Source: an optimization exercise on an open RTL-to-GDS flow (aim: small area). Production flows keep margins and buffers that such runs may drop. The RTL was checked by simulation tests, not by an equivalence proof against the original design. Power is estimated from default activity; no workload was simulated.

===== flow/design.v =====
package pio_regs_pkg;
  typedef struct packed {
    logic [15:0] int_part;
    logic [7:0]  frac;
    logic [7:0]  reserved;
  } pio_clkdiv_t;
  typedef struct packed {
    logic       exec_stalled;
    logic       side_en;
    logic       side_pindir;
    logic [4:0] jmp_pin;
    logic [4:0] out_en_sel;
    logic       inline_out_en;
    logic       out_sticky;
    logic [4:0] wrap_top;
    logic [4:0] wrap_bottom;
    logic [1:0] reserved;
    logic       status_sel;
    logic [3:0] status_n;
  } pio_execctrl_t;
  typedef struct packed {
    logic        fjoin_rx;
    logic        fjoin_tx;
    logic [4:0]  pull_thresh;
    logic [4:0]  push_thresh;
    logic        out_shiftdir;
    logic        in_shiftdir;
    logic        autopull;
    logic        autopush;
    logic [15:0] reserved;
  } pio_shiftctrl_t;
  typedef struct packed {
    logic [2:0] sideset_count;
    logic [2:0] set_count;
    logic [5:0] out_count;
    logic [4:0] in_base;
    logic [4:0] sideset_base;
    logic [4:0] set_base;
    logic [4:0] out_base;
  } pio_pinctrl_t;
  typedef union packed {
    pio_clkdiv_t             clkdiv;
    pio_execctrl_t           execctrl;
    pio_shiftctrl_t          shiftctrl;
    pio_pinctrl_t            pinctrl;
    logic [32-1:0]  raw;
  } pio_sm_word_u;
  typedef enum logic [3:0] {
    TGT_NONE,
    TGT_CTRL,
    TGT_IRQ,
    TGT_IMEM,
    TGT_CLKDIV,
    TGT_EXECCTRL,
    TGT_SHIFTCTRL,
    TGT_INSTR,
    TGT_PINCTRL
  } pio_target_e;
endpackage
`timescale 1ns/10ps
module pio_regs_top (
  input  logic                               clk,
  input  logic                               reset,
  input  logic                               sel,
  input  logic                               rw,
  input  logic [12-1:0]             addr,
  input  logic [32-1:0]             wdata,
  input  logic                               irq_set,
  input  logic [2:0]                         irq_index,
  input  logic                               irq_value,
  output logic [32-1:0]             rdata,
  output logic [4-1:0]           sm_enable,
  output logic [$clog2(32)-1:0] instr_waddr,
  output logic [16-1:0]            instr_wdata,
  output logic                               instr_we
);
  localparam int NF = 5;
  localparam logic [NF*32-1:0] MASKS = {
    32'hFFFF_FFFF, 32'h0000_FFFF, 32'hFFFF_0000,
    32'h7FFF_FF9F, 32'hFFFF_FF00
  };
  localparam logic [NF*32-1:0] RSTS = {
    32'h1400_0000, 32'h0, 32'h000C_0000,
    32'h0001_F000, 32'h0001_0000
  };
  localparam logic [NF*12-1:0] OFS = {
    12'h014, 12'h010, 12'h008,
    12'h004, 12'h000
  };
  logic [5:0] dec;
  logic [6:0] imem_ofs;
  assign imem_ofs = addr[6:0] - 7'h48;
  always_comb begin
    dec = 6'b011100;
    if (addr == 12'h000) dec = 6'b010100;
    if (addr == 12'h030)  dec = 6'b010101;
    if (addr >= 12'h048 && addr < 12'h0C8 && addr[1:0] == 2'b00)
      dec = {1'b1, imem_ofs[6:2]};
    for (int m = 0; m < 4; m++)
      for (int f = 0; f < NF; f++)
        if (addr == 12'h0C8 + 12'(m) * 12'h018 + OFS[f*12 +: 12])
          dec = {1'b0, 3'(f), 2'(m)};
  end
  logic        req_wr, req_rd, rst_pend;
  logic [5:0]  code;
  logic [31:0] wd;
  always_ff @(posedge clk or posedge reset) begin
    if (reset) begin
      req_wr   <= 1'b0;
      req_rd   <= 1'b0;
      rst_pend <= 1'b1;
      wd       <= '0;
    end else begin
      req_wr   <= sel & rw;
      req_rd   <= sel & ~rw;
      rst_pend <= 1'b0;
      wd       <= wdata;
    end
  end
  always_ff @(posedge clk) code <= dec;
  logic [NF*4-1:0] hit;
  logic hit_ctrl, hit_irq, hit_imem;
  for (genvar r = 0; r < NF*4; r++) begin : g_hit
    assign hit[r] = (code == 6'(r));
  end
  assign hit_ctrl = (code == 6'b010100);
  assign hit_irq  = (code == 6'b010101);
  assign hit_imem = code[5];
  logic [NF*4*32-1:0] q;
  for (genvar m = 0; m < 4; m++) begin : g_sm
    for (genvar f = 0; f < NF; f++) begin : g_fld
      logic en;
      localparam int R = f*4 + m;
      assign en = (req_wr & hit[R]) | rst_pend;
      for (genvar b = 0; b < 32; b++) begin : g_bit
        if (MASKS[f*32+b]) begin : g_st
          always_ff @(posedge clk)
            if (en) q[R*32+b] <= wd[b] | (rst_pend & RSTS[f*32+b]);
        end else begin : g_zero
          assign q[R*32+b] = 1'b0;
        end
      end
    end
  end
  logic [3:0] ctrl_q;
  logic [7:0] irq_q;
  always_ff @(posedge clk or posedge reset) begin
    if (reset) begin
      ctrl_q   <= '0;
      irq_q    <= '0;
      instr_we <= 1'b0;
    end else begin
      instr_we <= req_wr & hit_imem;
      if (req_wr & hit_ctrl) ctrl_q <= wd[3:0];
      if (req_wr & hit_irq) irq_q <= wd[7:0];
      else if (irq_set) irq_q[irq_index] <= irq_value;
    end
  end
  assign sm_enable = ctrl_q;
  always_ff @(posedge clk) begin
    instr_waddr <= code[4:0];
    instr_wdata <= wd[15:0];
  end
  logic [31:0] rd_word;
  always_comb begin
    rd_word = {28'b0, {4{hit_ctrl}} & ctrl_q} | {24'b0, {8{hit_irq}} & irq_q};
    for (int r = 0; r < NF*4; r++)
      rd_word = rd_word | ({32{hit[r]}} & q[r*32 +: 32]);
  end
  always_ff @(posedge clk or posedge reset) begin
    if (reset) rdata <= '0;
    else if (req_rd) rdata <= rd_word;
  end
endmodule

===== flow/run.sh =====
#!/bin/bash
# synth_recipe.tcl (not shown) runs the flow's synth.tcl, then flattens the netlist and writes it again
# the make line also repeats each setting of config.mk as NAME=value (left out here)
make -C /OpenROAD-flow-scripts/flow DESIGN_CONFIG=/design/flow/config.mk WORK_HOME=/design/flow/orfs CLKGATE_MAP_FILE= SYNTH_SCRIPT=/design/flow/synth_recipe.tcl finish

===== flow/config.mk =====
export PLATFORM = sky130hd
export DESIGN_NAME = pio_regs_top
export DESIGN_NICKNAME = pio_regs_top
export VERILOG_FILES = /design/flow/design.v
export SDC_FILE = /design/flow/constraint.sdc
export NUM_CORES = 4
export LEC_CHECK = 0
export CAP_MARGIN = 20
export CORE_MARGIN = 2
export CORE_UTILIZATION = 60
export CTS_BUF_LIST = sky130_fd_sc_hd__clkbuf_4
export SLEW_MARGIN = 20

===== flow/constraint.sdc =====
create_clock -name core_clock -period 5.0 [get_ports {clk}]
set_input_delay 1.0000 -clock core_clock [delete_from_list [all_inputs] [get_ports {clk}]]
set_output_delay 1.0000 -clock core_clock [all_outputs]
set_load 0.01 [all_outputs]

==> results.cfg, run 1 <==
[floorplanning]
dieArea_um2 = 37270
fp.dieW_um = 193.1
chipHeight_um = 193.1
design.core.area_um2 = 35400
pin_count = 111
num_rows = 69
start_util = 0.6058

[critical_path]
cp-start-kind = flip-flop
max_stage_delay_ns = 0.97
rr_worst_depth = 4
path_buf_inv = 1
arrival_ns = 4.26
rr_endpoint = q[154]$_DFFE_PP_
cpMaxStageDelayCell = or4b_1
required_ns = 5.52
crit_cells = 4
crit_path_end_kind = flip-flop
cp_max_fo = 18
r2r-start = code[2]$_SDFF_PP0_
crit_family = simple AND/OR/NAND/NOR gates
rrSetupSlack_ns = 1.26
criticalPathCategory = reg2reg
crit_start = code[2]$_SDFF_PP0_
crit_end = q[154]$_DFFE_PP_
cp_cell_sequence = or4b_1 > nor3_4 > a21o_1 > buf_4

[yosys]
netlist_area_um2 = 21440
synth_warnings = 165
yosysSeqAreaShare = 0.7740
synth_seq_cells = 575
synthFlopType = edfxtp_1
synth_nets = 1289
syn_avg_cell_area_um2 = 17.42
synth-edff-count = 468
syn_inst = 1231
synthArstFlopShare = 0.1391
yosysUniqueCellTypes = 68

[timing]
fin_crit_ns = 3.743
period_share = 0.7485
finalSetupViolations = 0
fmax_ghz = 0.2672
worst_pin_slew_ns = 1.098
fin_skew_ns = 0.05133
whs_ns = 0.5040
tns_ns = 0
relSlewSlack = 0.2649
slew_viol_final = 0
grt_setup_unrepaired = no
hold_viol_final = 0

[grt]
grt_pass1_wl_um = 81320
grt_pass1_vias = 13040
grt.total_usage = 0.3087
grt_overflow = 0
antenna_found_initial = 1
grt_max_degree = 58

[pwr]
switching_power_uw = 2288
power.total_uw = 10360
p_per_area_nw_per_um2 = 413.5
seq_power_share = 0.560
power.leakage_uw = 0.008862
p_comb_frac = 0.050
p_int_uw = 8070
p_sw_frac = 0.2209
ir_drop_uv = 315.5
p_clk_frac = 0.390

[run]
max_cap_viol_count = 0

[clocking]
cts_resized = 0
cts_setup_buffers = 0
insertion_delay_ns = 0.84
cts_hold_buf = 0
clk_path_buf_depth = 3
cts_tree = built
clock_sinks = 575
cts_made_buffers = 144
clk_pin_slew_ns = 0.06
ctsRootBufferMaster = clkbuf_4
cts-htree-levels = 4

[cells_and_area]
post-route-util = 0.7076
layout_commonest_cell = edfxtp_1
final_cells = 2027
fillers = 2439
area_growth_pct = 16.80
layout_common_cells = edfxtp_1 (468), clkbuf_4 (231), clkdlybuf4s50_1 (110)
layout-drive-gt1-share = 0.2327
multi_input_comb_area_um2 = 4511
ff_latch_area_um2 = 16610
fin_nets = 1508

[routing]
antenna_left = 0
dr.pass1.iters = 6
drt-initial-drc-count = 1349
wl_um = 55250
wl_per_cell_um = 27.26
vias_per_cell = 6.383
drc = 0
num_vias = 12940

[place]
place_hpwl_um = 32500
place_congestion = 0.8316
port_buffers = 110
dpl.cell_count = 1765

[hold_path]
min_path_type = reg2reg

[outcome]
outcome = timing/DRC/antenna clean
-- state kept, by name (all words and copies together) (netlist names) --
| signal | cells |
|---|---|
| irq_q | 8 |
| ctrl_q | 4 |
| wd | 32 |
| rst_pend | 1 |
| req_wr | 1 |
| q | 468 |
| instr_waddr | 5 |
| req_rd | 1 |
| instr_wdata | 16 |
| instr_we | 1 |
| code | 6 |
| rdata | 32 |
-- area by class of cell --
cell class / count / area share
clock buffer: 231 / 0.06923
multi-input combinational: 575 / 0.1801
antenna: 2 / 0.0001998
tap: 461 / 0.02303
sequential: 575 / 0.6630
inverter: 7 / 0.001149
timing repair buffer: 147 / 0.05555
clock inverter: 29 / 0.007793
-- power by group through the flow --
| stage | Sequential [uW] | Combinational [uW] | Clock (uW) |
|---|---|---|---|
| 2_1_floorplan | 5820 | 260 | 0 |
| 3_3_place_gp | 5880 | 516 | 0 |
| 3_5_place_dp | 5900 | 521 | 0 |
| 4_1_cts | 5800 | 524 | 4110 |
| 5_1_grt | 5830 | 561 | 4380 |
| 6_report | 5800 | 520 | 4040 |
-- cell families (layout without fill, tap and decap cells) --
family,count (synthesis),in the layout,share of synthesized area
fa+ha+maj,5,5,0.002917
flops,575,575,0.7740
xor+xnor,6,6,0.002451
buf+inv,81,414,0.01785
compound gates,273,273,0.09586
mux,66,66,0.04989
simple gates,224,224,0.05689
other cells,1,3,0.0001749
-- routing by layer --
layer | share of wire | GRT usage | vias to the layer above
met2 | 0.47 | 0.4761 | 783
met3 | 0.099 | 0.08090 | 107
met5 | 0 | 0 | -
li1 | - | - | 5528
met1 | 0.40 | 0.4279 | 6520
met4 | 0.030 | 0.1200 | 0
-- stage by stage --
stage / worst slack [ns] / instance area (um^2)
detailed placement: 1.235 / 23110
CTS: 1.242 / 25040
finish: 1.257 / 25050
floorplan: 1.950 / 21440
global route: 1.098 / 25050
global placement: 1.284 / 23110
-- Yosys cell counts (all sizes together) (16+ instances only) --
cell    number  area [um^2]
edfxtp     468        14050
a22oi      101        763.2
dfrtp       79         1977
nor2        58        266.5
nand2       53        198.9
buf         38        221.5
clkbuf      36        135.1
a21oi       32        160.2
mux4        31        698.2
dfxtp       27        540.5
nand3       21        105.1
nand4       20        125.1
mux2i       18        180.2
mux2        17        191.4
a221oi      16        140.1
-- worst min-delay path by stage --
stage	startpoint	end	slack (ns)	depth (start not counted)
global placement	rdata[14]$_DFFE_PP0P_	rdata[14]$_DFFE_PP0P_	0.49	1
CTS	rdata[15]$_DFFE_PP0P_	rdata[15]$_DFFE_PP0P_	0.51	1
finish	rdata[15]$_DFFE_PP0P_	rdata[15]$_DFFE_PP0P_	0.50	1
detailed placement	rdata[15]$_DFFE_PP0P_	rdata[15]$_DFFE_PP0P_	0.49	1
global route	rdata[15]$_DFFE_PP0P_	rdata[15]$_DFFE_PP0P_	0.52	1
floorplan	code[0]$_SDFF_PP1_	instr_waddr[0]$_DFF_P_	0.33	0
==> inputs of run 2 (changes only) <==
--- a/flow/config.mk
+++ b/flow/config.mk
@@ -10,3 +10,4 @@
 export CORE_UTILIZATION = 60
-export CTS_BUF_LIST = sky130_fd_sc_hd__clkbuf_4
+export CTS_BUF_LIST = sky130_fd_sc_hd__clkbuf_8
+export CTS_CLUSTER_SIZE = 30
 export SLEW_MARGIN = 20
==> run 2 against run 1 <==
- still clean
- non-clock buffer count is the same
- power decreased by 4.2%
- highest routed layer unchanged
- worst hold slack better by 0.0032 ns
==> results.cfg, run 2 <==
[pwr]
ir_drop_uv = 438.8
power.leakage_uw = 0.008700
p_per_area_nw_per_um2 = 400.9

[clocking]
cts_tree = built
clock_sinks = 575
cts-htree-levels = 3
cts_hold_buf = 0
cts_setup_buffers = 0
ctsRootBufferMaster = clkbuf_8
insertion_delay_ns = 0.65
cts_resized = 0
cts_made_buffers = 87
clk_path_buf_depth = 3
clk_pin_slew_ns = 0.06

[timing]
period_share = 0.7494
grt_setup_unrepaired = no
worst_pin_slew_ns = 1.074
slew_viol_final = 0
tns_ns = 0
hold_viol_final = 0
relSlewSlack = 0.2809
fin_crit_ns = 3.747
fmax_ghz = 0.2669
fin_skew_ns = 0.03037
finalSetupViolations = 0

[critical_path]
required_ns = 5.33
r2r-start = code[2]$_SDFF_PP0_
arrival_ns = 4.08
rr_endpoint = q[149]$_DFFE_PP_
path_buf_inv = 1
criticalPathCategory = reg2reg
cp_cell_sequence = or4b_1 > nor3_4 > a21o_1 > buf_4
cp-start-kind = flip-flop
rr_worst_depth = 4
crit_path_end_kind = flip-flop
crit_family = simple AND/OR/NAND/NOR gates
cp_max_fo = 18
max_stage_delay_ns = 0.96
cpMaxStageDelayCell = or4b_1
rrSetupSlack_ns = 1.25

[hold_path]
hp-start = rdata[15]$_DFFE_PP0P_
whs_path_depth = 1
min_to = rdata[15]$_DFFE_PP0P_
min_path_type = reg2reg

[cells_and_area]
layout_common_cells = edfxtp_1 (468), clkdlybuf4s50_1 (110), a22oi_1 (100)
layout_commonest_cell = edfxtp_1
top_regs = q (468), rdata (32), wd (32)
area_growth_pct = 15.42
design_area_um2 = 24750
fin_nets = 1451
largest_reg_flops = 468
antenna_cells = 0
largest_register = q
layout-drive-gt1-share = 0.1561

[yosys]
yosysSeqAreaShare = 0.7740
synthTopCellsByCount = edfxtp_1 (468), a22oi_1 (100), dfrtp_1 (79), nand2_1 (53), nor2_1 (52)
syn_avg_cell_area_um2 = 17.42
synth_nets = 1289
netlist_area_um2 = 21440
yosys.area.top_type = edfxtp_1
synth-edff-count = 468
syn_inst = 1231
synth.area.top_cells = edfxtp_1 (66%), dfrtp_1 (9.2%), a22oi_1 (3.5%)
synth_top_area_share = 0.6553
synthArstFlopShare = 0.1391
synthFlopType = edfxtp_1
synth_seq_cells = 575
yosysMostFrequentCell = edfxtp_1
synth_warnings = 165
yosysUniqueCellTypes = 68

[grt]
grt.total_usage = 0.3049
antenna_found_initial = 0
grtUsageMet1 = 0.4334
grt_max_degree = 58
use_met3 = 0.06769
grt_overflow = 0
grt_pass1_wl_um = 80390
grt_pass1_vias = 12420
use_met2 = 0.4777
busiest_layer = met2

[place]
detailed_place.area_um2 = 23110
port_buffers = 110
place_hpwl_um = 32500
place_congestion = 0.8316

[floorplanning]
dieArea_um2 = 37270
start_util = 0.6058
fp.dieW_um = 193.1
pin_count = 111
chipHeight_um = 193.1
num_rows = 69
design.core.area_um2 = 35400

[routing]
wl_per_cell_um = 28.48
wl_um = 54910
drt-initial-drc-count = 1240
drc = 0
dr.pass1.iters = 7
vias_per_cell = 6.442
num_vias = 12420
antenna_left = 0

[run]
max_cap_viol_count = 0

[outcome]
outcome = timing/DRC/antenna clean
[run 2: changes by cell type in the layout (fill, tap and decap cells not counted), moves of 2 or more]
| cell | before | now |
|---|---|---|
| diode_2 | 2 | 0 |
| clkbuf_8 | 0 | 95 |
| clkinv_1 | 18 | 12 |
| inv_1 | 6 | 50 |
| clkinv_2 | 0 | 6 |
| clkbuf_4 | 231 | 0 |
| inv_2 | 6 | 0 |
[run 2: power by group]
group / internal (uW) / switching [uW]
Clock: 1850 / 1750
Combinational: 230 / 290
Sequential: 5600 / 202
[run 2: cell families after synthesis]
| group | synth area share |
|---|---|
| muxes | 0.04989 |
| adders and majority gates | 0.002917 |
| xor gates and xnor gates | 0.002451 |
| and+or+nand+nor | 0.05689 |
| other | 0.0001749 |
| DFF | 0.7740 |
| buffers and inverters | 0.01785 |
| AOI/OAI and AO/OA | 0.09586 |
[run 2: stage by stage]
step                hold WS, ns  setup slack, ns  power (uW)  std cells    util
floorplan                0.3258            1.950        6081       1231       -
global placement         0.4851            1.284        6396       1765  0.6530
detailed placement       0.4937            1.235        6418       1765  0.6530
CTS                      0.5065            1.222        9971       1928  0.6993
global route             0.5183            1.087       10250       1928  0.6993
finish                   0.5073            1.253        9923       1928  0.6993
[run 2: how the worst max path moves through the flow]
stage	startpoint	to	slack, ns	depth (start not counted)
final	code[2]$_SDFF_PP0_	q[149]$_DFFE_PP_	1.25	4
after global routing	code[2]$_SDFF_PP0_	q[149]$_DFFE_PP_	1.09	4
after CTS	code[2]$_SDFF_PP0_	q[149]$_DFFE_PP_	1.22	4
after detailed placement	code[2]$_SDFF_PP0_	q[146]$_DFFE_PP_	1.23	4
after global placement	code[2]$_SDFF_PP0_	q[157]$_DFFE_PP_	1.28	4
after floorplan	reset	ctrl_q[0]$_DFFE_PP0P_	1.95	1
[run 2: final cells by class]
type	instances	area, um^2
Sequential cell	575	16610
Tap cell	461	576.8
Fill cell	2427	10650
Clock buffer	95	1308
Multi-Input combinational cell	575	4511
Timing Repair Buffer	147	1391
Clock inverter	68	330.3
Inverter	7	28.78
[run 2: per-layer routing]
layer,part of all wire,up-vias
li1,-,5324
met1,0.41,6347
met2,0.48,650
met3,0.090,100
met4,0.027,0
met5,0,-
[run 2: worst register-to-register path, stage by stage (launching register included)]
cell and delay, ns:
dfxtp_1 0.59, or4b_1 0.97, nor3_4 0.73, a21o_1 0.80, buf_4 0.36
==> inputs of run 3 (changes only) <==
--- a/flow/config.mk
+++ b/flow/config.mk
@@ -10,3 +10,4 @@
 export CORE_UTILIZATION = 60
-export CTS_BUF_LIST = sky130_fd_sc_hd__clkbuf_8
+export CTS_BUF_LIST = sky130_fd_sc_hd__clkbuf_16
+export CTS_CLUSTER_DIAMETER = 80
 export CTS_CLUSTER_SIZE = 30
==> run 3 against run 2 <==
- still clean on timing, DRC and antenna
- power is 12% lower
- sequential share of layout area up 2.5 points
- global-route usage shrank 1.0 points
- cell area down 3.6%
- register-to-register slack got worse by 0.06 ns
- non-clock buffer count unchanged
- clock skew is 0.0041 ns lower
- sequential cell count unchanged
==> results.cfg, run 3 <==
[outcome]
outcome = timing/DRC/antenna clean

[run]
max_cap_viol_count = 0

[floorplanning]
pin_count = 111
dieArea_um2 = 37270
start_util = 0.6058
design.core.area_um2 = 35400
chipHeight_um = 193.1
num_rows = 69
fp.dieW_um = 193.1

[timing]
hold_viol_final = 0
fin_crit_ns = 3.808
fmax_ghz = 0.2626
tns_ns = 0
finalSetupViolations = 0
relSlewSlack = 0.2797
slew_viol_final = 0
grt_setup_unrepaired = no
period_share = 0.7617
worst_pin_slew_ns = 1.080
fin_skew_ns = 0.02631

[clocking]
insertion_delay_ns = 0.58
clk_path_buf_depth = 3
clock_sinks = 575
cts_hold_buf = 0
cts_setup_buffers = 0
clk_pin_slew_ns = 0.11
cts_tree = built
cts_made_buffers = 24
ctsRootBufferMaster = clkbuf_16
cts_resized = 0
cts-htree-levels = 1

[routing]
drt-initial-drc-count = 1278
vias_per_cell = 6.701
num_vias = 12120
dr.pass1.iters = 5
antenna_left = 0
wl_um = 53790
drc = 0
wl_per_cell_um = 29.73

[cells_and_area]
largest_reg_flops = 468
fin_nets = 1388
antenna_cells = 0
layout_commonest_cell = edfxtp_1
top_regs = q (468), rdata (32), wd (32)
area_growth_pct = 11.28
largest_register = q
layout_common_cells = edfxtp_1 (468), clkdlybuf4s50_1 (110), a22oi_1 (100)
design_area_um2 = 23860
final_cells = 1809
layout-drive-gt1-share = 0.1150

[yosys]
synth_fa_ha_area_frac = 0.002917
synthFlopType = edfxtp_1
netlist_area_um2 = 21440
synth_top_area_share = 0.6553
synth_xor_area_frac = 0.002451
synthArstFlopShare = 0.1391
synth_mux_area_frac = 0.04989
synth_compound_area_frac = 0.09586
synth-edff-count = 468
yosysMostFrequentCell = edfxtp_1
yosys.area.top_type = edfxtp_1
syn_avg_cell_area_um2 = 17.42
synth_seq_cells = 575
synth_warnings = 165
syn_inst = 1231
synth_top_family_by_area = compound AO/OA/AOI/OAI gates
synth_nets = 1289
synth-simple-area-share = 0.05689
yosysUniqueCellTypes = 68
yosysSeqAreaShare = 0.7740
synthTopCellsByCount = edfxtp_1 (468), a22oi_1 (100), dfrtp_1 (79), nand2_1 (53), nor2_1 (52)
synth.area.top_cells = edfxtp_1 (66%), dfrtp_1 (9.2%), a22oi_1 (3.5%)

[grt]
grt_overflow = 0
antenna_found_initial = 0
grt_max_degree = 58
grt_pass1_wl_um = 78340
grt_pass1_vias = 11880
grt.total_usage = 0.2945

[critical_path]
crit_path_end_kind = flip-flop
crit_start = code[2]$_SDFF_PP0_
r2r-start = code[2]$_SDFF_PP0_
cpMaxStageDelayCell = or4b_1
cp_max_fo = 18
cp-start-kind = flip-flop
crit_end = q[146]$_DFFE_PP_
rrSetupSlack_ns = 1.19
crit_cells = 4
required_ns = 5.26
criticalPathCategory = reg2reg
rr_worst_depth = 4
rr_endpoint = q[146]$_DFFE_PP_
crit_family = simple AND/OR/NAND/NOR gates
path_buf_inv = 1
cp_cell_sequence = or4b_1 > nor3_4 > a21o_1 > buf_4
arrival_ns = 4.07
max_stage_delay_ns = 0.97

[pwr]
power.leakage_uw = 0.008118
p_per_area_nw_per_um2 = 364.3
ir_drop_uv = 393.6

[hold_path]
min_path_type = reg2reg

[place]
port_buffers = 110
dpl.cell_count = 1765
detailed_place.area_um2 = 23110
place_congestion = 0.8316
place_hpwl_um = 32500
## run 3: cell count changes in the layout (fill, tap and decap cells not counted), sizes merged
| cell | delta |
|---|---|
| clkbuf | -69 |
| bufinv | -2 |
| inv | -28 |
| clkinv | -18 |
| clkinvlp | -2 |
## run 3: cell type report
type / count / area, um^2
clock buffers: 26 / 650.6
clock inverters: 18 / 100.1
fillers: 2482 / 11530
inverters: 7 / 28.78
multi-input cells: 575 / 4511
flip-flops and latches: 575 / 16610
well taps: 461 / 576.8
repair buffers: 147 / 1391
## run 3: kinds of logic (layout without fill, tap and decap cells)
family | count (synthesis) | after routing
xor+xnor | 6 | 6
flops | 575 | 575
mux | 66 | 66
other cells | 1 | 1
buf+inv | 81 | 198
fa+ha+maj | 5 | 5
compound gates | 273 | 273
simple gates | 224 | 224
## run 3: worst min path at each step
stage                               start                     end  slack, ns  depth (start not counted)
detailed placement  rdata[15]$_DFFE_PP0P_   rdata[15]$_DFFE_PP0P_       0.49                          1
global route        rdata[18]$_DFFE_PP0P_   rdata[18]$_DFFE_PP0P_       0.55                          1
floorplan              code[0]$_SDFF_PP1_  instr_waddr[0]$_DFF_P_       0.33                          0
CTS                 rdata[20]$_DFFE_PP0P_   rdata[20]$_DFFE_PP0P_       0.52                          1
global placement    rdata[14]$_DFFE_PP0P_   rdata[14]$_DFFE_PP0P_       0.49                          1
finish              rdata[20]$_DFFE_PP0P_   rdata[20]$_DFFE_PP0P_       0.52                          1
## run 3: worst reg2reg max path, stage by stage (launching register included)
cell and delay [ns]:
dfxtp_1 0.61, or4b_1 0.98, nor3_4 0.75, a21o_1 0.79, buf_4 0.36
## run 3: routing by layer
layer / vias up / track usage / share of wire
met5: - / 0 / 0
met3: 92 / 0.03964 / 0.078
met2: 605 / 0.4735 / 0.48
met1: 6281 / 0.4325 / 0.41
li1: 5144 / - / -
met4: 0 / 0.07925 / 0.031
## run 3: through the flow
stage | setup WS, ns | utilization | power, uW | hold slack (ns)
4_1_cts | 1.193 | 0.6742 | 8724 | 0.5230
3_3_place_gp | 1.284 | 0.6530 | 6396 | 0.4851
3_5_place_dp | 1.235 | 0.6530 | 6418 | 0.4937
6_report | 1.192 | 0.6742 | 8694 | 0.5185
5_1_grt | 1.059 | 0.6742 | 8955 | 0.5483
2_1_floorplan | 1.950 | - | 6081 | 0.3258
## run 3: where the power goes
part / leakage, uW / total, uW / internal [uW] / switching (uW)
Combinational: 0.00194 / 520 / 230 / 289
Sequential: 0.00577 / 5790 / 5590 / 201
Clock: 0.000415 / 2380 / 972 / 1410
Total: 0.00812 / 8690 / 6790 / 1900
==> inputs of run 4 (changes only) <==
--- a/flow/config.mk
+++ b/flow/config.mk
@@ -13,2 +13,3 @@
 export CTS_CLUSTER_SIZE = 30
+export GPL_TIMING_DRIVEN = 0
 export SLEW_MARGIN = 20
==> run 4 against run 3 <==
- sequential share of layout area down 1.3 points
- sequential power hardly changed
- first-iteration DRC count rose by 30%
- cell area increased by 1.8%
- highest routed layer unchanged
- worst hold slack got worse by 0.16 ns
- combinational power grew 11%
- power increased by 1.4%
- register-to-register slack better by 0.15 ns
- fmax up 4.0%
- critical path depth rose by 1
- routed wire length rose by 12%
==> results.cfg, run 4 <==
[outcome]
outcome = timing/DRC/antenna clean

[routing]
dr.pass1.iters = 5
wl_um = 60050
drt-initial-drc-count = 1657
num_vias = 12700
drc = 0
vias_per_cell = 6.827
antenna_left = 0
wl_per_cell_um = 32.29

[cells_and_area]
largest_register = q
layout-drive-gt1-share = 0.1279
layout_common_cells = edfxtp_1 (468), clkdlybuf4s50_1 (105), a22oi_1 (100)
antenna_cells = 0
ff_latch_area_um2 = 16600
largest_reg_flops = 468
fin_nets = 1439
layout_commonest_cell = edfxtp_1
post-route-util = 0.6865
top_regs = q (468), rdata (32), wd (32)
area_growth_pct = 13.32
multi_input_comb_area_um2 = 4566
fillers = 2423
final_cells = 1860

[clocking]
cts_hold_buf = 0
cts_resized = 0
clk_path_buf_depth = 3
clock_sinks = 575
cts-htree-levels = 1
cts_made_buffers = 25
ctsRootBufferMaster = clkbuf_16
insertion_delay_ns = 0.58
clk_pin_slew_ns = 0.10
cts_setup_buffers = 0
cts_tree = built

[timing]
whs_ns = 0.3633
period_share = 0.7322
layout_setup_ws_ns = 1.339
fin_crit_ns = 3.661
fmax_ghz = 0.2731
slew_viol_final = 0
relSlewSlack = 0.2270
finalSetupViolations = 0
hold_viol_final = 0
fin_skew_ns = 0.02664
worst_pin_slew_ns = 1.159
grt_setup_unrepaired = no

[yosys]
yosysMostFrequentCell = edfxtp_1
synth-edff-count = 468
synth.area.top_cells = edfxtp_1 (66%), dfrtp_1 (9.2%), a22oi_1 (3.5%)
synthTopCellsByCount = edfxtp_1 (468), a22oi_1 (100), dfrtp_1 (79), nand2_1 (53), nor2_1 (52)
netlist_area_um2 = 21440
synthFlopType = edfxtp_1
synthArstFlopShare = 0.1391
synth_nets = 1289
syn_inst = 1231
synth_seq_cells = 575
yosysSeqAreaShare = 0.7740
synth_warnings = 165
yosysUniqueCellTypes = 68
yosys.area.top_type = edfxtp_1
synth_top_area_share = 0.6553
syn_avg_cell_area_um2 = 17.42

[pwr]
p_per_area_nw_per_um2 = 362.9
ir_drop_uv = 290.7
power.leakage_uw = 0.008295

[critical_path]
cp_max_fo = 24
required_ns = 5.19
criticalPathCategory = reg2reg
r2r-start = code[2]$_SDFF_PP0_
arrival_ns = 3.86
crit_path_end_kind = flip-flop
rrSetupSlack_ns = 1.34
rr_endpoint = q[19]$_DFFE_PP_
crit_end = q[19]$_DFFE_PP_
rr_worst_depth = 5
cp-start-kind = flip-flop
crit_start = code[2]$_SDFF_PP0_

[floorplanning]
design.core.area_um2 = 35400
num_rows = 69
fp.dieW_um = 193.1
chipHeight_um = 193.1
start_util = 0.6058
dieArea_um2 = 37270
pin_count = 111

[place]
port_buffers = 105
place_hpwl_um = 36770
post-place-ws_ns = 1.475
dpl.cell_count = 1814
place_congestion = 0.8502

[grt]
grt_pass1_vias = 12170
grt_pass1_wl_um = 85070
antenna_found_initial = 0
grt_max_degree = 50
grt_overflow = 0
grt.total_usage = 0.3308

[run]
max_cap_viol_count = 0

[hold_path]
hp-start = code[0]$_SDFF_PP1_
min_path_type = reg2reg
[run 4: layout make-up]
class	instances	share of cell area
Multi-Input combinational cell	575	0.1879
Sequential cell	575	0.6830
Clock inverter	20	0.007260
Clock buffer	25	0.02574
Inverter	7	0.001287
Tap cell	461	0.02374
Buffer	74	0.01473
Timing Repair Buffer	123	0.05638
[run 4: how the worst min path moves through the flow]
stage                                         to  slack [ns]  cells past startpoint
after global placement    instr_waddr[0]$_DFF_P_        0.35                      0
final                     instr_waddr[0]$_DFF_P_        0.36                      0
after CTS                 instr_waddr[0]$_DFF_P_        0.37                      0
after global routing      instr_waddr[0]$_DFF_P_        0.38                      0
after detailed placement  instr_waddr[0]$_DFF_P_        0.35                      0
after floorplan           instr_waddr[0]$_DFF_P_        0.33                      0
[run 4: power breakdown]
| group | internal, uW | total (uW) | leakage (uW) | switching (uW) |
|---|---|---|---|---|
| combinational | 247 | 577 | 0.00210 | 330 |
| clock | 1010 | 2480 | 0.000430 | 1470 |
| sequential | 5590 | 5760 | 0.00577 | 174 |
| total | 6850 | 8820 | 0.00830 | 1970 |
[run 4: cells by family after synthesis]
group,after synthesis,synth area share
buf+inv,81,0.01785
flops,575,0.7740
fa+ha+maj,5,0.002917
xor+xnor,6,0.002451
mux,66,0.04989
simple gates,224,0.05689
other cells,1,0.0001749
compound gates,273,0.09586
[run 4: worst max-delay path: stages (launching register included)]
cell	delay (ns)
dfxtp_1	0.37
or4_1	0.52
clkbuf_1	0.31
nor3_4	0.76
buf_2	0.52
a21o_2	0.79
[run 4: metal layers]
| metal | vias to the layer above | part of all wire | track usage |
|---|---|---|---|
| met1 | 6491 | 0.38 | 0.4713 |
| met5 | - | 0 | 0 |
| li1 | 5250 | - | - |
| met3 | 134 | 0.11 | 0.06679 |
| met2 | 823 | 0.46 | 0.5158 |
| met4 | 0 | 0.043 | 0.1195 |
[run 4: per-stage QoR]
stage / cell area [um^2] / power, uW / setup TNS (ns)
2_1_floorplan: 21440 / 6081 / 0
3_3_place_gp: 23070 / 6387 / -33.86
3_5_place_dp: 23480 / 6439 / 0
4_1_cts: 24290 / 8827 / 0
5_1_grt: 24300 / 9054 / 0
6_report: 24300 / 8818 / 0
==> inputs of run 5 (changes only) <==
--- a/flow/config.mk
+++ b/flow/config.mk
@@ -7,3 +7,3 @@
 export LEC_CHECK = 0
-export CAP_MARGIN = 20
+export CAP_MARGIN = 0
 export CORE_MARGIN = 2
@@ -11,5 +11,4 @@
 export CTS_BUF_LIST = sky130_fd_sc_hd__clkbuf_16
-export CTS_CLUSTER_DIAMETER = 80
-export CTS_CLUSTER_SIZE = 30
-export GPL_TIMING_DRIVEN = 0
-export SLEW_MARGIN = 20
+export CTS_CLUSTER_DIAMETER = 60
+export CTS_CLUSTER_SIZE = 25
+export SLEW_MARGIN = 0
==> run 5 against run 4 <==
- via count shrank 4.5%
- final cell count fell by 1.7%
- critical path type unchanged
- largest power group unchanged
- count of clock-buffer cells in the layout is 12 higher
- register-to-register slack got worse by 0.14 ns
==> results.cfg, run 5 <==
[outcome]
outcome = timing/DRC/antenna clean

[critical_path]
crit_path_end_kind = flip-flop
cp-start-kind = flip-flop
rr_worst_depth = 4
path_buf_inv = 1
criticalPathCategory = reg2reg
required_ns = 5.22
cp_cell_sequence = or4b_1 > nor3_4 > a21o_1 > buf_4
crit_family = simple AND/OR/NAND/NOR gates
cp_max_fo = 18
crit_cells = 4
arrival_ns = 4.02
cpMaxStageDelayCell = or4b_1
max_stage_delay_ns = 0.96

[cells_and_area]
layout_commonest_cell = edfxtp_1
fin_nets = 1400
largest_register = q
largest_reg_flops = 468
area_growth_pct = 13.78
layout-drive-gt1-share = 0.1330
antenna_cells = 0
top_regs = q (468), rdata (32), wd (32)
layout_common_cells = edfxtp_1 (468), clkdlybuf4s50_1 (110), a22oi_1 (100)

[grt]
grt_pass1_vias = 12090
antenna_found_initial = 0
grt_pass1_wl_um = 79270
grt_max_degree = 58
grt.total_usage = 0.2975
grt_overflow = 0

[routing]
wl_um = 53800
num_vias = 12130
dr.pass1.iters = 6
antenna_left = 0
wl_per_cell_um = 29.42
drc = 0
vias_per_cell = 6.630
drt-initial-drc-count = 1227

[clocking]
cts_resized = 0
cts_setup_buffers = 0
cts_hold_buf = 0
cts-htree-levels = 2
insertion_delay_ns = 0.54
cts_made_buffers = 36
cts_tree = built
clk_path_buf_depth = 3
ctsRootBufferMaster = clkbuf_16
clk_pin_slew_ns = 0.08
clock_sinks = 575

[place]
place_congestion = 0.8316
place_hpwl_um = 32500
port_buffers = 110
post-place-ws_ns = 1.235

[pwr]
p_int_uw = 7468
ir_drop_uv = 319.0
p_comb_frac = 0.054
p_sw_frac = 0.2225
power.leakage_uw = 0.008340
seq_power_share = 0.603
p_clk_frac = 0.343
p_per_area_nw_per_um2 = 393.7
switching_power_uw = 2137

[yosys]
syn_avg_cell_area_um2 = 17.42
syn_inst = 1231
synthArstFlopShare = 0.1391
yosysMostFrequentCell = edfxtp_1
synthTopCellsByCount = edfxtp_1 (468), a22oi_1 (100), dfrtp_1 (79), nand2_1 (53), nor2_1 (52)
synth.area.top_cells = edfxtp_1 (66%), dfrtp_1 (9.2%), a22oi_1 (3.5%)
synth_seq_cells = 575
yosys.area.top_type = edfxtp_1
synthFlopType = edfxtp_1
synth-edff-count = 468
netlist_area_um2 = 21440
yosysSeqAreaShare = 0.7740
yosysUniqueCellTypes = 68
synth_warnings = 165
synth_top_area_share = 0.6553
synth_nets = 1289

[timing]
fmax_ghz = 0.2633
period_share = 0.7596
tns_ns = 0
slew_viol_final = 0
finalSetupViolations = 0
fin_skew_ns = 0.01636
hold_viol_final = 0
relSlewSlack = 0.3062
worst_pin_slew_ns = 1.041
layout_setup_ws_ns = 1.202
grt_setup_unrepaired = no
fin_crit_ns = 3.798

[run]
max_cap_viol_count = 0

[floorplanning]
dieArea_um2 = 37270
pin_count = 111
num_rows = 69
start_util = 0.6058
fp.dieW_um = 193.1
chipHeight_um = 193.1
design.core.area_um2 = 35400

[hold_path]
whs_path_depth = 1
min_path_type = reg2reg
[run 5: changes by cell type in the layout (fill, tap and decap cells not counted), moves of 5 or more]
cell and delta:
a21o_1 +10, a21o_2 -6, buf_12 -5, buf_16 -5
buf_2 -25, buf_4 +25, clkbuf_1 -35, clkbuf_16 +12
clkdlybuf4s50_1 +5, inv_1 -8, inv_8 +5
[run 5: kinds of logic after synthesis]
family | after synthesis | synth area share
buffers and inverters | 81 | 0.01785
xor gates and xnor gates | 6 | 0.002451
and+or+nand+nor | 224 | 0.05689
adders and majority gates | 5 | 0.002917
other | 1 | 0.0001749
muxes | 66 | 0.04989
AOI/OAI and AO/OA | 273 | 0.09586
DFF | 575 | 0.7740
[run 5: power groups by stage]
| stage | registers [uW] | clock network [uW] | logic, uW |
|---|---|---|---|
| 6_report | 5790 | 3290 | 520 |
| 5_1_grt | 5830 | 3520 | 562 |
| 4_1_cts | 5790 | 3330 | 524 |
| 3_5_place_dp | 5900 | 0 | 521 |
| 3_3_place_gp | 5880 | 0 | 516 |
| 2_1_floorplan | 5820 | 0 | 260 |
[run 5: metal layers]
metal | GRT usage | routed length, um | share of wire
met5 | 0 | 0 | 0
met4 | 0.07517 | 1246 | 0.023
met3 | 0.04000 | 4230 | 0.079
met2 | 0.4768 | 25940 | 0.48
met1 | 0.4404 | 22390 | 0.42
[run 5: cell type report]
class	count	area (um^2)
Clock buffer	37	925.9
Sequential cell	575	16610
Tap cell	461	576.8
Multi-Input combinational cell	575	4511
Clock inverter	27	360.3
Timing Repair Buffer	147	1391
Inverter	7	28.78
Fill cell	2427	11000
[run 5: path summary, 6_finish.rpt]
path                       slack (ns)             startpoint               endpoint
setup / recovery                 1.20     code[2]$_SDFF_PP0_       q[148]$_DFFE_PP_
setup reg to reg                 1.20     code[2]$_SDFF_PP0_       q[148]$_DFFE_PP_
hold reg to reg                  0.51  rdata[20]$_DFFE_PP0P_  rdata[20]$_DFFE_PP0P_
hold / removal                   0.51  rdata[20]$_DFFE_PP0P_  rdata[20]$_DFFE_PP0P_
max in group asynchronous        3.09                  reset     rst_pend$_DFF_PP1_
min in group asynchronous        0.97                  reset       wd[31]$_DFF_PP0_
[run 5: worst register-to-register path, delay by kind of cell, from the launching register on]
| family | cells | cell delay [ns] |
|---|---|---|
| AO/OA/AOI/OAI | 1 | 0.81 |
| AND/OR/NAND/NOR | 2 | 1.72 |
| buffers and inverters | 1 | 0.37 |
| flip-flops | 1 | 0.60 |
[run 5: per-stage QoR]
stage,instance area (um^2),utilization,instances,total power [uW],hold slack [ns]
3_3_place_gp,23110,0.6530,1765,6396,0.4851
4_1_cts,24400,0.6893,1829,9647,0.5112
2_1_floorplan,21440,-,1231,6081,0.3258
5_1_grt,24400,0.6893,1829,9911,0.5229
6_report,24400,0.6893,1829,9606,0.5093
3_5_place_dp,23110,0.6530,1765,6418,0.4937
==> inputs of run 6 (changes only) <==
==> flow/config.mk (replaced) <==
export PLATFORM = sky130hd
export DESIGN_NAME = pio_regs_top
export DESIGN_NICKNAME = pio_regs_top
export VERILOG_FILES = /design/flow/design.v
export SDC_FILE = /design/flow/constraint.sdc
export NUM_CORES = 4
export LEC_CHECK = 0
export CAP_MARGIN = 20
export CORE_MARGIN = 2
export CORE_UTILIZATION = 40
export SLEW_MARGIN = 20
==> run 6 against run 5 <==
- clock power rose by 38%
- non-clock buffer count rose by 1
- count of clock-buffer cells in the layout rose by 32
- register-to-register slack improved by 0.15 ns
- first-iteration DRC count rose by 20%
- routed wire length rose by 7.6%
- via count rose by 1.5%
- global-route usage fell by 8.9 points
- power rose by 13%
- final cell count rose by 15%
- sequential share of layout area fell by 2.7 points
- setup slack improved by 0.15 ns
- critical path type unchanged
==> results.cfg, run 6 <==
[outcome]
outcome = timing/DRC/antenna clean

[pwr]
ir_drop_uv = 303.8
p_per_area_nw_per_um2 = 428.0
power.leakage_uw = 0.008673

[cells_and_area]
final_cells = 2102
largest_register = q
fin_nets = 1423
layout-drive-gt1-share = 0.1536
largest_reg_flops = 468
area_growth_pct = 18.57
layout_common_cells = edfxtp_1 (468), clkdlybuf4s50_1 (110), a22oi_1 (100)
top_regs = q (468), rdata (32), wd (32)
layout_commonest_cell = edfxtp_1

[yosys]
netlist_area_um2 = 21440
synthFlopType = edfxtp_1
yosys.area.top_type = edfxtp_1
synth_nets = 1289
yosysMostFrequentCell = edfxtp_1
yosysUniqueCellTypes = 68
synth_seq_cells = 575
synth.area.top_cells = edfxtp_1 (66%), dfrtp_1 (9.2%), a22oi_1 (3.5%)
syn_avg_cell_area_um2 = 17.42
yosysSeqAreaShare = 0.7740
syn_inst = 1231
synth-edff-count = 468
synthArstFlopShare = 0.1391
synth_warnings = 165
synth_top_area_share = 0.6553
synthTopCellsByCount = edfxtp_1 (468), a22oi_1 (100), dfrtp_1 (79), nand2_1 (53), nor2_1 (52)

[timing]
fin_skew_ns = 0.02702
worst_pin_slew_ns = 1.034
slew_viol_final = 0
tns_ns = 0
relSlewSlack = 0.3109
fin_crit_ns = 3.653
finalSetupViolations = 0
hold_viol_final = 0
period_share = 0.7305
fmax_ghz = 0.2738
grt_setup_unrepaired = no

[critical_path]
criticalPathCategory = reg2reg
crit_path_end_kind = flip-flop
required_ns = 5.28
cp-start-kind = flip-flop
arrival_ns = 3.93
cp_max_fo = 26

[grt]
antenna_found_initial = 0
grt_pass1_wl_um = 84920
grt_pass1_vias = 12560
grt.total_usage = 0.2083
grt_overflow = 0
grt_max_degree = 43

[floorplanning]
chipHeight_um = 235.5
design.core.area_um2 = 52760
pin_count = 111
num_rows = 84
start_util = 0.4064
fp.dieW_um = 235.5
dieArea_um2 = 55480

[clocking]
insertion_delay_ns = 0.63
cts-htree-levels = 2
cts_tree = built
clock_sinks = 575
cts_hold_buf = 0
clk_path_buf_depth = 3
cts_resized = 0
cts_setup_buffers = 0
ctsRootBufferMaster = clkbuf_16
cts_made_buffers = 58
clk_pin_slew_ns = 0.07

[place]
place_congestion = 0.8318
place_hpwl_um = 34850
port_buffers = 110
dpl.cell_count = 1993

[routing]
antenna_left = 0
wl_per_cell_um = 27.54
wl_um = 57890
vias_per_cell = 5.857
drt-initial-drc-count = 1474
num_vias = 12310
drc = 0
dr.pass1.iters = 7

[hold_path]
min_path_type = reg2reg

[run]
max_cap_viol_count = 0
## run 6: layer usage
layer,wire [um],track usage
met1,24170,0.2864
met2,27640,0.3383
met3,4502,0.03506
met4,1578,0.06891
met5,0,0
## run 6: kinds of logic after synthesis
| kind of cell | after synthesis | share of synthesized area |
|---|---|---|
| fa+ha+maj | 5 | 0.002917 |
| simple gates | 224 | 0.05689 |
| compound gates | 273 | 0.09586 |
| other cells | 1 | 0.0001749 |
| buf+inv | 81 | 0.01785 |
| xor+xnor | 6 | 0.002451 |
| flops | 575 | 0.7740 |
| mux | 66 | 0.04989 |
## run 6: power by group
| group | leakage, uW | switching, uW | internal (uW) | total [uW] |
|---|---|---|---|---|
| Clock | 0.000973 | 1850 | 2700 | 4550 |
| Combinational | 0.00193 | 295 | 232 | 527 |
| Sequential | 0.00577 | 207 | 5600 | 5810 |
## run 6: final cells by class
type	count	area, um^2
Antenna cell	1	2.502
Clock buffer	69	1524
Clock inverter	39	490.5
Fill cell	4411	27340
Inverter	7	28.78
Multi-Input combinational cell	575	4514
Sequential cell	575	16610
Tap cell	688	860.8
Timing Repair Buffer	148	1399
## run 6: through the flow
stage          area, um^2  power [uW]  setup WS (ns)    util  hold WS [ns]
2_1_floorplan       21440        6081          1.950       -        0.3258
3_3_place_gp        23400        6416          1.378  0.4435        0.4985
3_5_place_dp        23410        6436          1.319  0.4437        0.5195
4_1_cts             25420       10960          1.299  0.4819        0.5355
5_1_grt             25420       11210          1.153  0.4819        0.5511
6_report            25430       10880          1.347  0.4819        0.5351
## run 6: final timing paths
| kind | startpoint | end | slack, ns | depth (start not counted) |
|---|---|---|---|---|
| min in group asynchronous | reset | wd[19]$_DFF_PP0_ | 0.81 | 2 |
| min | rdata[17]$_DFFE_PP0P_ | rdata[17]$_DFFE_PP0P_ | 0.54 | 1 |
| max reg2reg | code[4]$_SDFF_PP1_ | q[609]$_DFFE_PP_ | 1.35 | 4 |
| min reg2reg | rdata[17]$_DFFE_PP0P_ | rdata[17]$_DFFE_PP0P_ | 0.54 | 1 |
| max in group asynchronous | reset | rst_pend$_DFF_PP1_ | 3.17 | 3 |
| max | code[4]$_SDFF_PP1_ | q[609]$_DFFE_PP_ | 1.35 | 4 |
## run 6: critical path, cell delays in order (launching register included)
cell	delay (ns)
dfxtp_1	0.59
or4b_1	0.84
nor2_4	0.81
a21o_1	0.62
buf_4	0.45
==> inputs of run 7 (changes only) <==
==> flow/flow/run.sh (new file) <==
#!/bin/bash
# The standard layout (standard.sh, with its unchanged synthesis) with two changes:
# the port buffers use the smallest buffer cell, and CTS adds no dummy loads.
# The make output goes to make.log here; ORFS keeps each step's log under orfs/logs/.
set -euo pipefail
cd "$(dirname "$0")/.."
CTS="-sink_clustering_enable -repair_clock_nets -buf_list sky130_fd_sc_hd__clkbuf_16"
CTS="$CTS -sink_clustering_size 36 -sink_clustering_max_diameter 70 -dont_use_dummy_load"
bash standard.sh \
  "BUFFER_PORTS_ARGS=-buffer_cell sky130_fd_sc_hd__buf_1" \
  "CTS_ARGS=$CTS" \
  finish > make.log 2>&1
==> flow/standard.sh (new file) <==
#!/bin/bash
# synth_recipe.tcl (not shown) runs the flow's synth.tcl, then flattens the netlist and writes it again
# the make line also repeats each setting of config.mk as NAME=value (left out here)
make -C /OpenROAD-flow-scripts/flow DESIGN_CONFIG=/design/flow/config.mk WORK_HOME=/design/flow/orfs CLKGATE_MAP_FILE= SYNTH_SCRIPT=/design/flow/synth_recipe.tcl "${@:-finish}"
--- a/flow/config.mk
+++ b/flow/config.mk
@@ -9,3 +9,3 @@
 export CORE_MARGIN = 2
-export CORE_UTILIZATION = 40
+export CORE_UTILIZATION = 60
 export SLEW_MARGIN = 20
removed: flow/run.sh
==> run 7 against run 6 <==
- utilization rose by 17 points
- critical path depth up 1
- setup slack improved by 0.041 ns
- combinational power shrank 17%
- via count decreased by 3.2%
- cell area fell by 8.9%
- synthesized cell count did not move
- final cell count shrank 15%
- die area decreased by 33%
- first-iteration DRC count down 3.3%
- register-to-register slack gained 0.04 ns
- critical endpoint is now q[547]$_DFFE_PP_
==> results.cfg, run 7 <==
[yosys]
netlist_area_um2 = 21440
yosysUniqueCellTypes = 68
synthArstFlopShare = 0.1391
synth_seq_cells = 575
yosysSeqAreaShare = 0.7740
yosysMostFrequentCell = edfxtp_1
syn_avg_cell_area_um2 = 17.42
synth.area.top_cells = edfxtp_1 (66%), dfrtp_1 (9.2%), a22oi_1 (3.5%)
syn_inst = 1231
synthTopCellsByCount = edfxtp_1 (468), a22oi_1 (100), dfrtp_1 (79), nand2_1 (53), nor2_1 (52)
synthFlopType = edfxtp_1
synth-edff-count = 468
synth_nets = 1289
synth_top_area_share = 0.6553
yosys.area.top_type = edfxtp_1
synth_warnings = 165

[routing]
dr.pass1.iters = 5
wl_per_cell_um = 29.92
antenna_left = 0
num_vias = 11920
vias_per_cell = 6.643
drt-initial-drc-count = 1426
wl_um = 53680
drc = 0

[clocking]
cts-htree-levels = 1
cts_made_buffers = 29
ctsRootBufferMaster = clkbuf_16
clock_sinks = 575
cts_hold_buf = 0
cts_setup_buffers = 0
clk_path_buf_depth = 3
clk_pin_slew_ns = 0.11
cts_tree = built
insertion_delay_ns = 0.61
cts_resized = 0

[pwr]
p_comb_frac = 0.051
p_sw_frac = 0.2151
power.total_uw = 8634
seq_power_share = 0.671
switching_power_uw = 1857
p_int_uw = 6777
p_clk_frac = 0.278
power.leakage_uw = 0.007759
p_per_area_nw_per_um2 = 372.8
ir_drop_uv = 330.6

[cells_and_area]
top_regs = q (468), rdata (32), wd (32)
largest_register = q
layout-drive-gt1-share = 0.1163
area_growth_pct = 8.011
multi_input_comb_area_um2 = 4522
layout_common_cells = edfxtp_1 (468), buf_1 (110), a22oi_1 (100)
fillers = 2492
ff_latch_area_um2 = 16610
post-route-util = 0.6544
antenna_cells = 0
largest_reg_flops = 468
fin_nets = 1393
layout_commonest_cell = edfxtp_1

[grt]
grt.total_usage = 0.2930
grt_pass1_vias = 11760
grt_pass1_wl_um = 77600
antenna_found_initial = 1
grt_max_degree = 54
grt_overflow = 0

[timing]
slew_viol_final = 0
worst_pin_slew_ns = 1.056
fin_crit_ns = 3.612
tns_ns = 0
fmax_ghz = 0.2769
relSlewSlack = 0.2959
layout_setup_ws_ns = 1.389
fin_skew_ns = 0.05830
finalSetupViolations = 0
period_share = 0.7223
hold_viol_final = 0
grt_setup_unrepaired = no

[floorplanning]
dieArea_um2 = 37270
chipHeight_um = 193.1
num_rows = 69
design.core.area_um2 = 35400
pin_count = 111
start_util = 0.6058
fp.dieW_um = 193.1

[critical_path]
criticalPathCategory = reg2reg
cp-start-kind = flip-flop
cp_max_fo = 27
arrival_ns = 3.88
required_ns = 5.27
crit_path_end_kind = flip-flop

[place]
post-place-ws_ns = 1.423
place_congestion = 0.8182
place_hpwl_um = 32130
port_buffers = 110

[outcome]
outcome = timing/DRC/antenna clean

[hold_path]
min_path_type = in2reg

[run]
max_cap_viol_count = 0
-- run 7: power by group through the flow --
stage	clock network (uW)	registers (uW)	logic (uW)
finish	2400	5790	438
global route	2570	5830	478
CTS	2440	5790	444
detailed placement	0	5900	442
global placement	0	5880	435
floorplan	0	5820	260
-- run 7: kinds of logic (layout without fill, tap and decap cells) --
logic type / count (synthesis) / count (layout) / share of synthesized area
xor gates and xnor gates: 6 / 6 / 0.002451
and+or+nand+nor: 224 / 224 / 0.05689
muxes: 66 / 66 / 0.04989
other: 1 / 1 / 0.0001749
AOI/OAI and AO/OA: 273 / 273 / 0.09586
adders and majority gates: 5 / 5 / 0.002917
DFF: 575 / 575 / 0.7740
buffers and inverters: 81 / 183 / 0.01785
-- run 7: path summary, 6_finish.rpt --
| check | start | endpoint | slack, ns | cells after the start |
|---|---|---|---|---|
| max reg2reg | code[4]$_SDFF_PP1_ | q[547]$_DFFE_PP_ | 1.39 | 5 |
| max in group asynchronous | reset | rst_pend$_DFF_PP1_ | 3.50 | 3 |
| max | code[4]$_SDFF_PP1_ | q[547]$_DFFE_PP_ | 1.39 | 5 |
| min | wdata[17] | wd[17]$_DFF_PP0_ | 0.49 | 1 |
| min reg2reg | rdata[14]$_DFFE_PP0P_ | rdata[14]$_DFFE_PP0P_ | 0.51 | 1 |
| min in group asynchronous | reset | wd[30]$_DFF_PP0_ | 0.51 | 2 |
-- run 7: worst max-delay path: stages, from the launching register on --
cell	delay, ns
dfxtp_1	0.61
or4b_1	0.83
nor2_4	0.19
buf_4	0.44
a21o_1	0.85
buf_4	0.35
-- run 7: per-stage QoR --
| step | hold slack, ns | cells | area [um^2] |
|---|---|---|---|
| finish | 0.4879 | 1794 | 23160 |
| global route | 0.4733 | 1794 | 23160 |
| CTS | 0.4659 | 1794 | 23160 |
| detailed placement | 0.4937 | 1765 | 22440 |
| global placement | 0.4823 | 1765 | 22430 |
| floorplan | 0.3258 | 1231 | 21440 |
-- run 7: layout make-up --
class,count,area share
sequential,575,0.7169
multi-input combinational,575,0.1952
clock buffer,29,0.03133
timing repair buffer,147,0.03036
tap,461,0.02490
inverter,7,0.001242
-- run 7: routing by layer --
metal	up-vias	global-route usage	wire length, um
met2	524	0.4584	25130
met5	-	0	13
met3	88	0.04145	3931
met1	6177	0.4388	23060
met4	2	0.08246	1538
li1	5127	-	-
==> inputs of run 8 (changes only) <==
--- a/flow/flow/run.sh
+++ b/flow/flow/run.sh
@@ -7,3 +7,3 @@
 CTS="-sink_clustering_enable -repair_clock_nets -buf_list sky130_fd_sc_hd__clkbuf_16"
-CTS="$CTS -sink_clustering_size 36 -sink_clustering_max_diameter 70 -dont_use_dummy_load"
+CTS="$CTS -sink_clustering_size 30 -sink_clustering_max_diameter 80 -dont_use_dummy_load"
 bash standard.sh \
==> run 8 against run 7 <==
- still clean
- setup slack worse by 0.036 ns
- worst hold slack gained 0.0092 ns
- area after synthesis unchanged
- sequential power hardly changed
- non-clock buffer count unchanged
- first-iteration DRC count decreased by 8.6%
- clock power down 5%
- via count increased by 0.83%
- critical path type unchanged
- largest power group unchanged
==> results.cfg, run 8 <==
[outcome]
outcome = timing/DRC/antenna clean

[grt]
grt.total_usage = 0.2922
antenna_found_initial = 0
grt_pass1_vias = 11710
grt_max_degree = 54
grt_pass1_wl_um = 77550
grt_overflow = 0

[routing]
antenna_left = 0
dr.pass1.iters = 5
wl_per_cell_um = 29.84
drt-initial-drc-count = 1304
num_vias = 12020
wl_um = 53450
drc = 0
vias_per_cell = 6.710

[run]
max_cap_viol_count = 0

[cells_and_area]
antenna_cells = 0
ff_latch_area_um2 = 16610
fin_nets = 1390
multi_input_comb_area_um2 = 4522
area_growth_pct = 7.661
fillers = 2497
largest_register = q
largest_reg_flops = 468
final_cells = 1791
top_regs = q (468), rdata (32), wd (32)
layout-drive-gt1-share = 0.1143
layout_common_cells = edfxtp_1 (468), buf_1 (110), a22oi_1 (100)
layout_commonest_cell = edfxtp_1
design_area_um2 = 23090

[timing]
worst_pin_slew_ns = 1.049
fin_crit_ns = 3.647
hold_viol_final = 0
period_share = 0.7294
slew_viol_final = 0
whs_ns = 0.4971
tns_ns = 0
finalSetupViolations = 0
grt_setup_unrepaired = no
relSlewSlack = 0.3007
fin_skew_ns = 0.06278
fmax_ghz = 0.2742

[clocking]
ctsRootBufferMaster = clkbuf_16
cts_resized = 0
clk_path_buf_depth = 3
clk_pin_slew_ns = 0.11
cts_setup_buffers = 0
cts_made_buffers = 26
cts_hold_buf = 0
insertion_delay_ns = 0.59
cts-htree-levels = 1
cts_tree = built
clock_sinks = 575

[critical_path]
arrival_ns = 3.89
cp_cell_sequence = or4b_1 > nor2_4 > buf_4 > a21o_1 > buf_4
cpMaxStageDelayCell = a21o_1
crit_cells = 5
cp-start-kind = flip-flop
path_buf_inv = 2
crit_start = code[4]$_SDFF_PP1_
rr_worst_depth = 5
crit_family = simple AND/OR/NAND/NOR gates
crit_path_frequent_cell = buf_4
rr_endpoint = q[547]$_DFFE_PP_
crit_path_end_kind = flip-flop
rrSetupSlack_ns = 1.35
criticalPathCategory = reg2reg
cp_max_fo = 27
max_stage_delay_ns = 0.87
required_ns = 5.25
r2r-start = code[4]$_SDFF_PP1_

[yosys]
synth_seq_cells = 575
yosysSeqAreaShare = 0.7740
yosys.area.top_type = edfxtp_1
synthFlopType = edfxtp_1
synthArstFlopShare = 0.1391
yosysMostFrequentCell = edfxtp_1
synthTopCellsByCount = edfxtp_1 (468), a22oi_1 (100), dfrtp_1 (79), nand2_1 (53), nor2_1 (52)
synth_top_area_share = 0.6553
syn_inst = 1231
synth.area.top_cells = edfxtp_1 (66%), dfrtp_1 (9.2%), a22oi_1 (3.5%)
syn_avg_cell_area_um2 = 17.42
yosysUniqueCellTypes = 68
synth_nets = 1289
synth-edff-count = 468
netlist_area_um2 = 21440
synth_warnings = 165

[pwr]
power.total_uw = 8526
ir_drop_uv = 327.0
power.leakage_uw = 0.007722
p_per_area_nw_per_um2 = 369.3

[floorplanning]
design.core.area_um2 = 35400
start_util = 0.6058
chipHeight_um = 193.1
pin_count = 111
num_rows = 69
fp.dieW_um = 193.1
dieArea_um2 = 37270

[hold_path]
min_path_type = in2reg
min_to = wd[2]$_DFF_PP0_
whs_path_depth = 1
hp-start = wdata[2]

[place]
dpl.cell_count = 1765
detailed_place.area_um2 = 22440
port_buffers = 110
place_hpwl_um = 32130
place_congestion = 0.8182
-- run 8: cell counts after synthesis --
Identical to the previous run, type by type.
-- run 8: how the worst max path moves through the flow --
stage,to
6_report,q[547]$_DFFE_PP_
5_1_grt,q[547]$_DFFE_PP_
4_1_cts,q[547]$_DFFE_PP_
3_5_place_dp,q[547]$_DFFE_PP_
3_3_place_gp,q[546]$_DFFE_PP_
2_1_floorplan,ctrl_q[0]$_DFFE_PP0P_
-- run 8: cells by family after synthesis --
group / Yosys count / synth area share
and+or+nand+nor: 224 / 0.05689
AOI/OAI and AO/OA: 273 / 0.09586
muxes: 66 / 0.04989
xor gates and xnor gates: 6 / 0.002451
DFF: 575 / 0.7740
adders and majority gates: 5 / 0.002917
buffers and inverters: 81 / 0.01785
other: 1 / 0.0001749
-- run 8: power breakdown --
group,switching [uW],internal [uW]
Clock,1360,931
Combinational,283,155
Sequential,203,5590
Total,1850,6680
-- run 8: final cells by class --
class                           instances  area share
Multi-Input combinational cell        575      0.1959
Timing Repair Buffer                  147     0.03046
Sequential cell                       575      0.7193
Clock buffer                           26     0.02818
Inverter                                7    0.001246
Tap cell                              461     0.02498
-- run 8: stage by stage --
step	worst slack, ns	util
2_1_floorplan	1.950	-
3_3_place_gp	1.469	0.6336
3_5_place_dp	1.423	0.6338
4_1_cts	1.362	0.6522
5_1_grt	1.242	0.6522
6_report	1.353	0.6522
-- run 8: per-layer routing --
metal / global-route usage / part of all wire / vias up
met1: 0.4375 / 0.42 / 6178
met3: 0.03910 / 0.082 / 88
li1: - / - / 5133
met4: 0.08304 / 0.029 / 0
met5: 0 / 0 / -
met2: 0.4585 / 0.47 / 618
==> inputs of run 9 (changes only) <==
--- a/flow/config.mk
+++ b/flow/config.mk
@@ -10,2 +10,6 @@
 export CORE_UTILIZATION = 60
+export CTS_BUF_LIST = sky130_fd_sc_hd__clkbuf_16
+export CTS_CLUSTER_DIAMETER = 80
+export CTS_CLUSTER_SIZE = 30
+export GPL_TIMING_DRIVEN = 0
 export SLEW_MARGIN = 20
==> run 9 against run 8 <==
- final cell count grew 2.8%
- critical path depth up 1
- combinational power up 14%
- sequential power is essentially flat
- register-to-register slack got worse by 0.09 ns
- sequential share of layout area is 1.3 points lower
- critical path type unchanged
==> results.cfg, run 9 <==
[cells_and_area]
fin_nets = 1440
top_regs = q (468), rdata (32), wd (32)
area_growth_pct = 9.633
largest_register = q
final_cells = 1841
layout_common_cells = edfxtp_1 (468), buf_1 (109), a22oi_1 (100)
layout_commonest_cell = edfxtp_1
antenna_cells = 0
largest_reg_flops = 468
layout-drive-gt1-share = 0.1246

[floorplanning]
chipHeight_um = 193.1
pin_count = 111
fp.dieW_um = 193.1
dieArea_um2 = 37270
start_util = 0.6058
num_rows = 69
design.core.area_um2 = 35400

[critical_path]
crit_path_end_kind = flip-flop
criticalPathCategory = reg2reg
arrival_ns = 3.93
cp-start-kind = flip-flop
cp_max_fo = 16
rr_worst_depth = 6
required_ns = 5.19

[yosys]
synthArstFlopShare = 0.1391
synthTopCellsByCount = edfxtp_1 (468), a22oi_1 (100), dfrtp_1 (79), nand2_1 (53), nor2_1 (52)
synth_top_area_share = 0.6553
synth_nets = 1289
synth_seq_cells = 575
synth_warnings = 165
synth_top_family_by_area = compound AO/OA/AOI/OAI gates
syn_avg_cell_area_um2 = 17.42
netlist_area_um2 = 21440
synth-edff-count = 468
yosysSeqAreaShare = 0.7740
synth_mux_area_frac = 0.04989
synth_compound_area_frac = 0.09586
yosysMostFrequentCell = edfxtp_1
synth-simple-area-share = 0.05689
synth_fa_ha_area_frac = 0.002917
syn_inst = 1231
synthFlopType = edfxtp_1
yosysUniqueCellTypes = 68
synth_xor_area_frac = 0.002451
yosys.area.top_type = edfxtp_1
synth.area.top_cells = edfxtp_1 (66%), dfrtp_1 (9.2%), a22oi_1 (3.5%)

[run]
max_cap_viol_count = 0

[outcome]
outcome = timing/DRC/antenna clean

[routing]
wl_per_cell_um = 32.62
vias_per_cell = 6.823
wl_um = 60060
drc = 0
drt-met1-wl_um = 23960
dr.pass1.iters = 7
top_layer = met4
drt-initial-drc-count = 1611
antenna_left = 0
num_vias = 12560
dr_wl_met2_um = 27790
dr_wl_met3_um = 6290

[timing]
period_share = 0.7476
fmax_ghz = 0.2675
grt_setup_unrepaired = no
fin_skew_ns = 0.04658
worst_pin_slew_ns = 1.101
finalSetupViolations = 0
whs_ns = 0.3538
fin_crit_ns = 3.738
relSlewSlack = 0.2646
slew_viol_final = 0
hold_viol_final = 0

[hold_path]
min_path_type = reg2reg
whs_path_depth = 0

[clocking]
cts_setup_buffers = 0
insertion_delay_ns = 0.58
cts_hold_buf = 0
clock_sinks = 575
cts_tree = built
clk_path_buf_depth = 3
clk_pin_slew_ns = 0.09
cts-htree-levels = 1
ctsRootBufferMaster = clkbuf_16
cts_made_buffers = 27
cts_resized = 0

[pwr]
p_per_area_nw_per_um2 = 364.9
power.leakage_uw = 0.007914
ir_drop_uv = 296.4

[place]
dpl.cell_count = 1814
place_hpwl_um = 36700
port_buffers = 105
place_congestion = 0.8501

[grt]
grt_max_degree = 50
grt_pass1_wl_um = 84480
grt_pass1_vias = 11900
grt.total_usage = 0.3281
antenna_found_initial = 0
grt_overflow = 0
-- run 9: cell type report --
class                      instances  area [um^2]
sequential                       575        16600
clock buffer                      27        675.6
multi-input combinational        575         4566
buffer                            74        359.1
inverter                           7        31.28
timing repair buffer             122        704.4
fill                            2522        11890
tap                              461        576.8
-- run 9: where the power goes --
group	switching (uW)	internal, uW
combinational	328	173
clock	1350	965
sequential	171	5590
-- run 9: path summary, 6_finish.rpt --
check	slack (ns)	start	endpoint
worst max-delay path	1.26	code[3]$_SDFF_PP0_	q[310]$_DFFE_PP_
worst min-delay path	0.35	code[0]$_SDFF_PP1_	instr_waddr[0]$_DFF_P_
worst max register to register	1.26	code[3]$_SDFF_PP0_	q[310]$_DFFE_PP_
worst min register to register	0.35	code[0]$_SDFF_PP1_	instr_waddr[0]$_DFF_P_
max in group asynchronous	3.93	reset	rst_pend$_DFF_PP1_
min in group asynchronous	0.41	reset	wd[30]$_DFF_PP0_
-- run 9: kinds of logic (layout without fill, tap and decap cells) --
kind of cell | after synthesis | count (layout)
flops | 575 | 575
compound gates | 273 | 273
simple gates | 224 | 224
buf+inv | 81 | 230
mux | 66 | 66
xor+xnor | 6 | 6
fa+ha+maj | 5 | 5
other cells | 1 | 1
-- run 9: worst max-delay path: stages (launching register included) --
cell and delay (ns):
dfxtp_1 0.38, buf_2 0.26, nor4b_4 0.60, buf_8 0.25, clkbuf_1 0.74, nand2_1 0.39
o21bai_4 0.72
-- run 9: metrics by stage --
stage / setup WS [ns] / cell area, um^2 / TNS [ns] / utilization / total power, uW
floorplan: 1.950 / 21440 / 0 / - / 6081
global placement: -0.5714 / 22420 / -25.67 / 0.6333 / 6315
detailed placement: 1.312 / 22830 / 0 / 0.6451 / 6367
CTS: 1.292 / 23510 / 0 / 0.6642 / 8597
global route: 1.191 / 23510 / 0 / 0.6642 / 8812
finish: 1.262 / 23510 / 0 / 0.6642 / 8579
-- run 9: layer usage --
layer	global-route usage	vias to the layer above
met2	0.5077	776
met1	0.4868	6443
met3	0.05538	110
met5	0	-
li1	-	5232
met4	0.1002	0

## what the ideal ports hide
The results above use ideal ports. As a check the final layouts listed here were re-extracted and re-timed, cells and wires unchanged. Step 1: set_driving_cell puts a clkbuf_16 on clk and a buf_2 on each other input, an assumption about the parent block. Step 2 moves the port delays by t, midway between the first and last clock arrival at a register: inputs arrive t later, outputs are due t later. That takes back most of the time a late clock gives input paths. Three values: ideal, step 1, step 2; two values: the first two.
run	t (ns)	setup WS [ns]	hold slack, ns	slew at the worst register clock pin (ns)	pins driven straight from the clock port
run 1	0.861	1.257 / 1.257 / 1.257	0.504 / 0.504 / 0.504	0.07 / 0.07	1
run 2	0.685	1.253 / 1.253 / 1.253	0.507 / 0.507 / 0.507	0.07 / 0.07	1
run 3	0.620	1.192 / 1.192 / 1.192	0.519 / 0.519 / 0.519	0.11 / 0.11	1
run 4	0.624	1.339 / 1.339 / 1.339	0.363 / 0.363 / 0.363	0.12 / 0.12	1
run 5	0.583	1.202 / 1.202 / 1.202	0.509 / 0.509 / 0.509	0.09 / 0.09	1
run 6	0.663	1.347 / 1.347 / 1.347	0.535 / 0.535 / 0.535	0.07 / 0.07	1
run 7	0.637	1.388 / 1.388 / 1.388	0.488 / 0.457 / 0.514	0.12 / 0.12	1
run 8	0.609	1.353 / 1.353 / 1.353	0.497 / 0.472 / 0.513	0.11 / 0.11	1
run 9	0.613	1.262 / 1.262 / 1.262	0.354 / 0.354 / 0.354	0.11 / 0.11	1
After both steps setup and hold are still met in every run listed.
